This design comes from an exercise in tuning for small area and a short achievable clock period on the open sky130 flow, not from production work.
Only simulation tests tie the RTL to the original design; equivalence was not proved.
Power is estimated from default activity; no workload was simulated.

==> flow/design.v <==
module pulse_seq_multi #(
  parameter int unsigned NumCh     = 4,
  parameter int unsigned CntW      = 24,
  parameter int unsigned ScanSteps = 16
) (
  input  logic                          clk,
  input  logic                          rst,
  input  logic                          trig,
  input  logic                          scan_trig,
  input  logic                          cfg_we,
  input  logic [((NumCh > 1) ? $clog2(NumCh) : 1)-1:0] cfg_ch,
  input  logic [1:0]                    cfg_sel,
  input  logic [CntW-1:0]               cfg_data,
  output logic [NumCh-1:0]              pulse,
  output logic                          busy,
  output logic [$clog2(ScanSteps)-1:0]  scan_idx,
  output logic                          overrun
);
  localparam int unsigned ChW  = (NumCh > 1) ? $clog2(NumCh) : 1;
  localparam int unsigned IdxW = $clog2(ScanSteps);
  localparam logic [IdxW-1:0] LastIdx = IdxW'(ScanSteps - 1);
  logic [2:0]       trig_sync_q, scan_sync_q;
  logic             trig_edge_q, scan_edge_q;
  logic [NumCh-1:0] mask_q, act_q, pulse_q, first_q, act_d;
  logic             busy_q;
  logic [IdxW-1:0]  idx_q;
  logic             overrun_q, any_edge, shot, scan_shot, mask_wr, off_clr;
  logic [CntW-1:0]  wdata;
  function automatic logic [CntW:0] add_c(input logic [CntW-1:0] a, input logic [CntW-1:0] b);
    logic [CntW-1:0] g, p, gn, pn;
    g = a & b;
    p = a ^ b;
    for (int s = 1; s < CntW; s = s * 2) begin
      gn = g;
      pn = p;
      for (int i = 0; i < CntW; i++) begin
        if ((i / s) % 2 == 1) begin
          gn[i] = g[i] | (p[i] & g[(i / s) * s - 1]);
          pn[i] = p[i] & p[(i / s) * s - 1];
        end
      end
      g = gn;
      p = pn;
    end
    add_c = {g[CntW-1], a ^ b ^ {g[CntW-2:0], 1'b0}};
  endfunction
  function automatic logic [CntW-1:0] dec1(input logic [CntW-1:0] a);
    logic [CntW-1:0] o, on;
    o = a;
    for (int s = 1; s < CntW; s = s * 2) begin
      on = o;
      for (int i = 0; i < CntW; i++) begin
        if ((i / s) % 2 == 1) on[i] = o[i] | o[(i / s) * s - 1];
      end
      o = on;
    end
    dec1 = a ^ ~{o[CntW-2:0], 1'b0};
  endfunction
  assign busy      = busy_q;
  assign any_edge  = trig_edge_q | scan_edge_q;
  assign shot      = any_edge & ~busy_q;
  assign scan_shot = shot & scan_edge_q;
  assign mask_wr   = cfg_we & (cfg_sel == 2'd3);
  assign wdata     = cfg_data & {CntW{~rst}};
  assign off_clr   = rst | mask_wr | (scan_shot & (idx_q == LastIdx));
  always_ff @(posedge clk) begin
    if (rst) begin
      trig_sync_q <= '0;
      scan_sync_q <= '0;
      trig_edge_q <= 1'b0;
      scan_edge_q <= 1'b0;
      idx_q       <= '0;
      overrun_q   <= 1'b0;
    end else begin
      trig_sync_q <= {trig_sync_q[1:0], trig};
      scan_sync_q <= {scan_sync_q[1:0], scan_trig};
      trig_edge_q <= trig_sync_q[1] & ~trig_sync_q[2];
      scan_edge_q <= scan_sync_q[1] & ~scan_sync_q[2];
      if (mask_wr)        idx_q <= '0;
      else if (scan_shot) idx_q <= idx_q + IdxW'(1);
      if (any_edge && busy) overrun_q <= 1'b1;
      else if (mask_wr)     overrun_q <= 1'b0;
    end
  end
  always_ff @(posedge clk) begin
    if (rst || mask_wr) mask_q <= wdata[NumCh-1:0];
  end
  for (genvar c = 0; c < NumCh; c++) begin : g_ch
    logic [CntW-1:0] delay_q, width_q, step_q, offset_q, cnt_q, wlat_q, eff_w, wlat_full, m;
    logic [CntW:0]   sum_w, sum_o;
    logic            osat_q, wsat_q, wlnz_q, eff_sat;
    logic            ch_wr, dnz, ewnz, wlnz, last, start;
    assign ch_wr   = cfg_we & (cfg_ch == ChW'(c));
    assign sum_w   = add_c(width_q, offset_q);
    assign sum_o   = add_c(offset_q, step_q);
    assign eff_w   = scan_edge_q ? sum_w[CntW-1:0] : width_q;
    assign eff_sat = scan_edge_q & (sum_w[CntW] | osat_q);
    assign ewnz    = (width_q != '0) | (scan_edge_q & ((offset_q != '0) | osat_q));
    assign dnz     = delay_q != '0;
    assign wlnz    = wlnz_q;
    always_ff @(posedge clk) begin
      if (rst || (ch_wr && cfg_sel == 2'd0)) delay_q <= wdata;
      if (rst || (ch_wr && cfg_sel == 2'd1)) width_q <= wdata;
      if (rst || (ch_wr && cfg_sel == 2'd2)) step_q  <= wdata;
      if (off_clr) begin
        offset_q <= '0;
        osat_q   <= 1'b0;
      end else if (scan_shot) begin
        offset_q <= sum_o[CntW-1:0];
        osat_q   <= osat_q | sum_o[CntW];
      end
    end
    assign wlat_full = wlat_q | {CntW{wsat_q}};
    assign m         = first_q[c] ? wlat_full : cnt_q;
    assign last      = m == CntW'(1);
    assign start     = shot & mask_q[c] & (dnz | ewnz);
    always_ff @(posedge clk) begin
      if (!act_q[c]) begin
        wlat_q <= eff_w;
        wsat_q <= eff_sat;
        wlnz_q <= ewnz;
        cnt_q  <= delay_q;
      end else begin
        cnt_q  <= dec1(m);
      end
    end
    always_comb begin
      if (rst)              act_d[c] = 1'b0;
      else if (!act_q[c])   act_d[c] = start;
      else                  act_d[c] = ~(last & (pulse_q[c] | ~wlnz));
    end
    always_ff @(posedge clk) begin
      act_q[c]   <= act_d[c];
      first_q[c] <= act_q[c] ? (~pulse_q[c] & last & wlnz) : ~dnz;
      if (rst) begin
        pulse_q[c] <= 1'b0;
      end else if (!act_q[c]) begin
        if (start) pulse_q[c] <= ~dnz;
      end else if (last) begin
        pulse_q[c] <= ~pulse_q[c] & wlnz;
      end
    end
  end
  always_ff @(posedge clk) busy_q <= |act_d;
  assign pulse    = pulse_q;
  assign scan_idx = idx_q;
  assign overrun  = overrun_q;
endmodule
Settings: LEC_CHECK=0, CAP_MARGIN=20, CORE_MARGIN=2, CORE_UTILIZATION=40, GPL_ROUTABILITY_DRIVEN=0, PLACE_DENSITY=0.8, SETUP_SLACK_MARGIN=2.5, SLEW_MARGIN=20; clock period 5.5 ns.
standard.sh (not shown) runs the stock make flow with config.mk's settings and CLKGATE_MAP_FILE= SYNTH_SCRIPT=/design/flow/synth_recipe.tcl, a recipe that flattens the netlist after the stock synthesis.
==> flow/flow/run.sh <==
#!/bin/bash
# Standard ORFS layout with three changes: port buffers are buf_2 cells instead of the
# default delay cell, repair may resize a cell to any footprint, and CTS adds no dummy loads.
# Synthesis is the standard one, run on its own first.
set -euo pipefail
bash standard.sh synth > synth.log 2>&1
bash standard.sh \
  "MATCH_CELL_FOOTPRINT=0" \
  "BUFFER_PORTS_ARGS=-buffer_cell sky130_fd_sc_hd__buf_2" \
  "CTS_ARGS=-sink_clustering_enable -repair_clock_nets -dont_use_dummy_load -sink_clustering_size 28 -sink_clustering_max_diameter 90" \
  finish > layout.log 2>&1
The starting point completed with no timing, DRC or antenna violations.
Rerun with:
--- a/flow/config.mk
+++ b/flow/config.mk
@@ -10,5 +10,3 @@
 export CORE_UTILIZATION = 40
-export GPL_ROUTABILITY_DRIVEN = 0
-export PLACE_DENSITY = 0.8
-export SETUP_SLACK_MARGIN = 2.5
+export SETUP_SLACK_MARGIN = 2.65
 export SLEW_MARGIN = 20
After rerunning: Routed wire length rises by 8.2%. Die area does not change. Cell area rises by 2.6%. Setup slack is better by 49 ps. Final cell count rises by 1.2%. Sequential power is about the same. Non-clock buffer count rises by 45. Combinational power rises by about 5%. Synthesized area does not change. Core utilization rises by 1.1 points.
Rerun with:
--- a/flow/config.mk
+++ b/flow/config.mk
@@ -10,3 +10,3 @@
 export CORE_UTILIZATION = 40
-export SETUP_SLACK_MARGIN = 2.65
+export SETUP_SLACK_MARGIN = 2.5
 export SLEW_MARGIN = 20
Clock skew shrinks by 3.5 ps.
Count of clock-buffer cells in the layout is unchanged.
Power is lower by 0.76%.
Sequential power stays flat.
Rerun with:
--- a/flow/config.mk
+++ b/flow/config.mk
@@ -12 +12,2 @@
 export SLEW_MARGIN = 20
+export TNS_END_PERCENT = 10
After rerunning: Power stays flat; utilization shrinks by 0.27 points; worst hold slack barely changes; sequential cell count is unchanged; die area stays the same; area after synthesis is unchanged; wire length came out lower by 0.37%; worst setup slack got worse by 31 ps; combinational power barely changes; sequential share of layout area grows by 0.28 points; clock-buffer cell count stays the same.
Rerun with:
--- a/flow/config.mk
+++ b/flow/config.mk
@@ -9,5 +9,4 @@
 export CORE_MARGIN = 2
-export CORE_UTILIZATION = 40
+export CORE_UTILIZATION = 55
 export SETUP_SLACK_MARGIN = 2.5
 export SLEW_MARGIN = 20
-export TNS_END_PERCENT = 10
Critical path depth is unchanged; area after synthesis does not change; worst setup slack improved by 16 ps; global-route usage climbs by 7.1 points; design area stays flat.

-- static timing again, ports no longer ideal --
How much do the figures lean on ideal ports? The routed layouts below were timed once more, with nothing changed but the port constraints. Step 1 sets driving cells, clkbuf_16 on the clock port and buf_2 on the other inputs (assumed; they add their load-dependent delay and slew). Step 2 also shifts input and output timing later by t, the mid clock arrival at the registers, as if the neighbouring blocks saw the same clock. a / b / c = ideal ports / drivers / drivers and shift; a / b = the first two.
run	t (ns)	setup WS [ns]	worst setup path at the end	latest minus earliest clock arrival (ns)
the first run	0.665	2.418 / 2.418 / 2.035	input to register	0.072 / 0.072
the second run	0.668	2.466 / 2.466 / 2.124	input to register	0.053 / 0.053
the third run	0.661	2.483 / 2.483 / 2.150	input to register	0.050 / 0.050
the fourth run	0.665	2.452 / 2.452 / 2.152	input to register	0.048 / 0.048
the fifth run	0.678	2.468 / 2.468 / 2.305	input to register	0.057 / 0.057
After both steps setup and hold are still met in every run listed. The setup slack of the first run, which loses most, moves by 0.000 ns with the drivers and by -0.383 ns with both steps.
